What follows belongs to an exercise in optimizing a design on an open flow for small area; a production flow would make more cautious choices. In this exercise RTL edits were held to simulation tests only and were not proved equivalent to the original. Power is estimated from default activity; no workload was simulated.

build 54:
==> flow/design.v (excerpt) <==
module multi_pattern_blinker
#(
  parameter  int CHANNELS = 4,
  parameter  int PAT_W    = 32,
  parameter  int PRESC_W  = 20,
  localparam int CH_W     = (CHANNELS > 1) ? $clog2(CHANNELS) : 1,
  localparam int LEN_W    = blinker_pkg::len_w(PAT_W)
) (
  input  logic                i_clk,
  input  logic                i_rst,
  input  logic                i_cfg_valid,
  output logic                o_cfg_ready,
  input  logic [CH_W-1:0]     i_cfg_ch,
  input  logic [PAT_W-1:0]    i_cfg_pattern,
  input  logic [LEN_W-1:0]    i_cfg_len,
  input  logic [PRESC_W-1:0]  i_cfg_prescale,
  input  logic                i_cfg_oneshot,
  input  logic [CHANNELS-1:0] i_en,
  output logic [CHANNELS-1:0] o_out,
  output logic [CHANNELS-1:0] o_done
);
Size in the first run: roughly 1,700 cells after synthesis, ~530 flip-flops, about 77 I/O pins, roughly 19,000 um2 of cells after synthesis.
clock: 10.0 ns
lec_check: 0
cap_margin: 0
core_margin: 2
core_utilization: 60
cts_buf_list: sky130_fd_sc_hd__clkbuf_16
cts_cluster_diameter: 60
cts_cluster_size: 32
slew_margin: 0
standard.sh (not shown) runs the stock make flow with config.mk's settings and CLKGATE_MAP_FILE= SYNTH_SCRIPT=/design/flow/synth_recipe.tcl, a recipe that flattens the netlist after the stock synthesis.
==> flow/flow/run.sh <==
#!/bin/bash
# Own flow: the standard layout (standard.sh) with these changes:
#  - Yosys's abc maps the combinational logic with an area-oriented script
#    (flow/abc_amap.script) instead of ORFS's default one;
#  - ORFS's adder extraction/mapping step is skipped (ADDER_MAP_FILE empty), so abc sees
#    the counters as plain logic;
#  - the port buffers are buf_1 cells.
# Registers, their names and cell types are untouched: dfflibmap and every other synthesis
# step are the standard ones (synth_recipe.tcl is sourced unchanged).
# Logs: flow_make.log (make's output) and ORFS's per-step logs under orfs/logs/.
set -euo pipefail
W=$(pwd)

cat > "$W/flow_synth.tcl" <<EOT
proc abc {args} {
  set i [lsearch -exact \$args -script]
  if { \$i >= 0 } { lset args [expr { \$i + 1 }] $W/flow/abc_amap.script }
  yosys abc {*}\$args
}
source $W/synth_recipe.tcl
EOT

sed "s#SYNTH_SCRIPT=[^ ]*#SYNTH_SCRIPT=$W/flow_synth.tcl#" standard.sh > "$W/flow_standard.sh"
grep -q "SYNTH_SCRIPT=$W/flow_synth.tcl" "$W/flow_standard.sh"

bash "$W/flow_standard.sh" BUFFER_PORTS_ARGS="-buffer_cell sky130_fd_sc_hd__buf_1" ADDER_MAP_FILE= finish \
  > "$W/flow_make.log" 2>&1
==> flow/flow/abc_amap.script <==
strash
dc2
strash
dch -f
amap
strash
dch -f
amap
topo
stime -c
What build 2 does differently from build 54 at the input level:
- CTS_CLUSTER_DIAMETER: 60 -> 120
- CORE_UTILIZATION: 60 -> 70
Results
- Changes observed in build 2 relative to build 54: clock tree buffer count of the final layout shrank by about 43%, data-path buffer share of cell area in the final layout barely changed, count of cell instances traversed by the critical path decreased 4.
## Diff of input files: build 43 against build 2
- CTS_CLUSTER_SIZE changed from 32 to 30
- PLACE_DENSITY newly set to 0.85
- CORE_UTILIZATION changed from 70 to 60
- CTS_CLUSTER_DIAMETER changed from 120 to 150
==> comparison <==
To summarise build 43: no stage aborted, but the layout did not pass its checks, failing on max-capacitance violations. Looking at critical path's slowest cell, the sky130_fd_sc_hd__clkinv_1 result is from build 2; the sky130_fd_sc_hd__inv_2 one comes from build 43. Against build 2, build 43 reports a count of fill cells added during filler insertion that is higher. Build 43: number of non-clock buffers in the layout 3 below build 2. From build 2 to build 43 the numbers moved as follows: sequential share of cell area went down by 0.19 points, met1 track demand over resource in global routing went down by 6.4 points. From build 2 to build 43 the numbers moved as follows: total chip power neither gained nor lost much; highest ir drop seen on vdd went down.
[inputs] build 80 vs build 43
- PLACE_DENSITY no longer set, was 0.85
Build 80 finished all stages; the layout is clean. The final report for build 43 shows a completed flow and a layout that fails verification, specifically max-capacitance violations. Looking at clock insertion delay at the later pin of the skew report across build 43 and build 80, the one that comes out higher is build 43. Summary of build 80 over build 43: data arrival at the endpoint of the critical path lower, worst hold slack after final layout roughly the same, final critical path time including I/O delays and setup decreased by 0.11 ns relative to the old numbers, routed wire length now sits higher.

========
Another version of the RTL of multi_pattern_blinker (not shown whole).
For scale: ~590 flip-flops, roughly 77 I/O pins, about 29000 µm² of cells after synthesis.
## multi_pattern_blinker
module multi_pattern_blinker
#(
  parameter  int CHANNELS = 4,
  parameter  int PAT_W    = 32,
  parameter  int PRESC_W  = 20,
  localparam int CH_W     = (CHANNELS > 1) ? $clog2(CHANNELS) : 1,
  localparam int LEN_W    = blinker_pkg::len_w(PAT_W),
  localparam int IDX_W    = $clog2(PAT_W)
) (
  input  logic                i_clk,
  input  logic                i_rst,
  input  logic                i_cfg_valid,
  output logic                o_cfg_ready,
  input  logic [CH_W-1:0]     i_cfg_ch,
  input  logic [PAT_W-1:0]    i_cfg_pattern,
  input  logic [LEN_W-1:0]    i_cfg_len,
  input  logic [PRESC_W-1:0]  i_cfg_prescale,
  input  logic                i_cfg_oneshot,
  input  logic [CHANNELS-1:0] i_en,
  output logic [CHANNELS-1:0] o_out,
  output logic [CHANNELS-1:0] o_done
);
clock: 10.0 ns
lec_check: 0
cap_margin: 20
core_margin: 2
core_utilization: 40
cts_buf_list: sky130_fd_sc_hd__clkbuf_4
cts_cluster_size: 30
slew_margin: 20
run.sh (not shown) runs the stock make flow with config.mk's settings and CLKGATE_MAP_FILE= SYNTH_SCRIPT=/design/flow/synth_recipe.tcl, a recipe that flattens the netlist after the stock synthesis.
Stock flow here: none of the scripts above is used.
The first run finished with timing, DRC and antenna clean.
Then changed:
CORE_UTILIZATION = 60   (was 40)
CTS_BUF_LIST = sky130_fd_sc_hd__clkbuf_8   (was sky130_fd_sc_hd__clkbuf_4)
CTS_CLUSTER_SIZE = 40   (was 30)
After rerunning: Core utilization went up by 22 points; cell area went down slightly; area after synthesis stays the same; clock power is about the same; global-route usage went up by 8.0 points; total power hardly moves; maximum frequency went down by a little under a tenth; sequential share of layout area went up by 0.79 points; wire length went down by a few percent.
Then changed:
CORE_UTILIZATION = 40   (was 60)
CTS_BUF_LIST = unset   (was sky130_fd_sc_hd__clkbuf_8)
CTS_CLUSTER_SIZE = unset   (was 40)
Worst hold slack gets worse by 0.0033 ns.
Clock power rose by about 12%.
Utilization goes down by 22 points.
Flip-flop and latch count does not change.
Wire length rose by 6.3%.
Setup slack gets better by 0.42 ns.
Area after synthesis is unchanged.

========
Another version of the RTL of multi_pattern_blinker (not shown whole).
Size: ~560 flip-flops, ~77 I/O pins.
Settings: LEC_CHECK=0, CAP_MARGIN=20, CORE_MARGIN=2, CORE_UTILIZATION=60, CTS_BUF_LIST=sky130_fd_sc_hd__clkbuf_16, CTS_CLUSTER_DIAMETER=150, CTS_CLUSTER_SIZE=30, SLEW_MARGIN=20; clock period 10.0 ns.
The starting point produced a clean layout.
Edit:
CTS_BUF_LIST = sky130_fd_sc_hd__clkbuf_8   (was sky130_fd_sc_hd__clkbuf_16)
CTS_CLUSTER_DIAMETER = 100   (was 150)
CTS_CLUSTER_SIZE = 18   (was 30)
Outcome: Sequential power barely changes; global-route usage increases by 0.48 points; area after synthesis is unchanged; register-to-register slack improves by 0.04 ns; sequential cell count does not change; die area stays the same; design area stays flat; worst setup slack hardly moves; total power decreases by about 0.6%.

========
Setup of old:
multi_pattern_blinker, a different RTL version from the one above (not shown whole).
Size in the first run: about 77 I/O pins, roughly 0.020 mm² of cells after synthesis.
export LEC_CHECK = 0
export CAP_MARGIN = 0
export CORE_MARGIN = 2
export CORE_UTILIZATION = 75
export CTS_BUF_LIST = sky130_fd_sc_hd__clkbuf_16
export CTS_CLUSTER_DIAMETER = 150
export CTS_CLUSTER_SIZE = 30
export SLEW_MARGIN = 0
create_clock -name core_clock -period 10.0 [get_ports {i_clk}]
standard.sh (not shown) runs the stock make flow with config.mk's settings and CLKGATE_MAP_FILE= SYNTH_SCRIPT=/design/flow/synth_recipe.tcl, a recipe that flattens the netlist after the stock synthesis.
==> flow/flow/run.sh <==
#!/bin/bash
# Own flow: the standard layout, except that Yosys's abc maps the combinational logic
# with an area-oriented script (flow/abc_amap.script) instead of ORFS's default one.
# Registers, their names and cell types are untouched: dfflibmap and every other synthesis
# step are the standard ones (synth_recipe.tcl is sourced unchanged).
set -euo pipefail
W=$(pwd)

cat > "$W/flow_synth.tcl" <<EOT
proc abc {args} {
  set i [lsearch -exact \$args -script]
  if { \$i >= 0 } { lset args [expr { \$i + 1 }] $W/flow/abc_amap.script }
  yosys abc {*}\$args
}
source $W/synth_recipe.tcl
EOT

sed "s#SYNTH_SCRIPT=[^ ]*#SYNTH_SCRIPT=$W/flow_synth.tcl#" standard.sh > "$W/flow_standard.sh"
grep -q "SYNTH_SCRIPT=$W/flow_synth.tcl" "$W/flow_standard.sh"

bash "$W/flow_standard.sh" BUFFER_PORTS_ARGS="-buffer_cell sky130_fd_sc_hd__buf_1" finish > "$W/flow_make.log" 2>&1
==> flow/flow/abc_amap.script <==
strash
dch -f
amap
strash
dch -f
amap
topo
stime -c
The following lists how new was set up differently from old:
Settings: a change of CORE_UTILIZATION from 75 to 60.
==> results.txt <==
Total power of the final layout of new falls short of that of old slightly.
old vs new, endpoint of the most critical setup path: g_ch[0].u_ch.pat_q[23]$_DFFE_PP_ vs g_ch[0].u_ch.pat_q[14]$_DFFE_PP_
H-tree level count: new vs old, no meaningful difference
STATUS area of all placed cells without fillers: new loses against old
Re first-pass GRT wire length: old and new aren't equal, and the higher value belongs to new.
Detailed-route wire length per cell: new < old

separate check: timing with driven ports:
The results above use ideal ports. As a check the final layouts listed here were re-extracted and re-timed, cells and wires unchanged. Step 1 assumes that a clkbuf_16 drives the clock port and a buf_2 every other input. Step 2 times the ports against the registers' clock, not the clock port: input delays grow and output delays shrink by t, the midpoint of the rising clock arrivals with the driver on. Three values: ideal, step 1, step 2; two values: the first two.
| run | t, ns | slack for setup (ns) | worst setup path at the end | worst slew at a driven data input, ns |
|---|---|---|---|---|
| build 54 | 0.577 | 3.663 / 3.663 / 3.663 | register to register | 0.07 |
| build 2 | 0.591 | 3.285 / 3.285 / 3.285 | register to register | 0.08 |
| build 43 | 0.603 | 3.527 / 3.527 / 3.527 | register to register | 0.08 |
| build 80 | 0.601 | 3.641 / 3.641 / 3.641 | register to register | 0.06 |
| the first run of note 2 | 1.024 | 3.876 / 3.876 / 3.074 | input to register | 0.08 |
| the second run of note 2 | 0.751 | 3.274 / 3.308 / 2.557 | input to register | 0.10 |
| the third run of note 2 | 0.667 | 3.694 / 3.709 / 3.042 | input to register | 0.09 |
| the first run of note 3 | 0.607 | 4.246 / 4.222 / 4.222 | input to output | 0.08 |
| the second run of note 3 | 0.665 | 4.246 / 4.222 / 4.222 | input to output | 0.08 |
| old | 0.601 | 3.390 / 3.390 / 3.390 | register to register | 0.06 |
| new | 0.597 | 4.213 / 4.213 / 4.213 | register to register | 0.06 |
The setup slack of the first run of note 2, which loses most, moves by 0.000 ns with the drivers and by -0.802 ns with both steps.
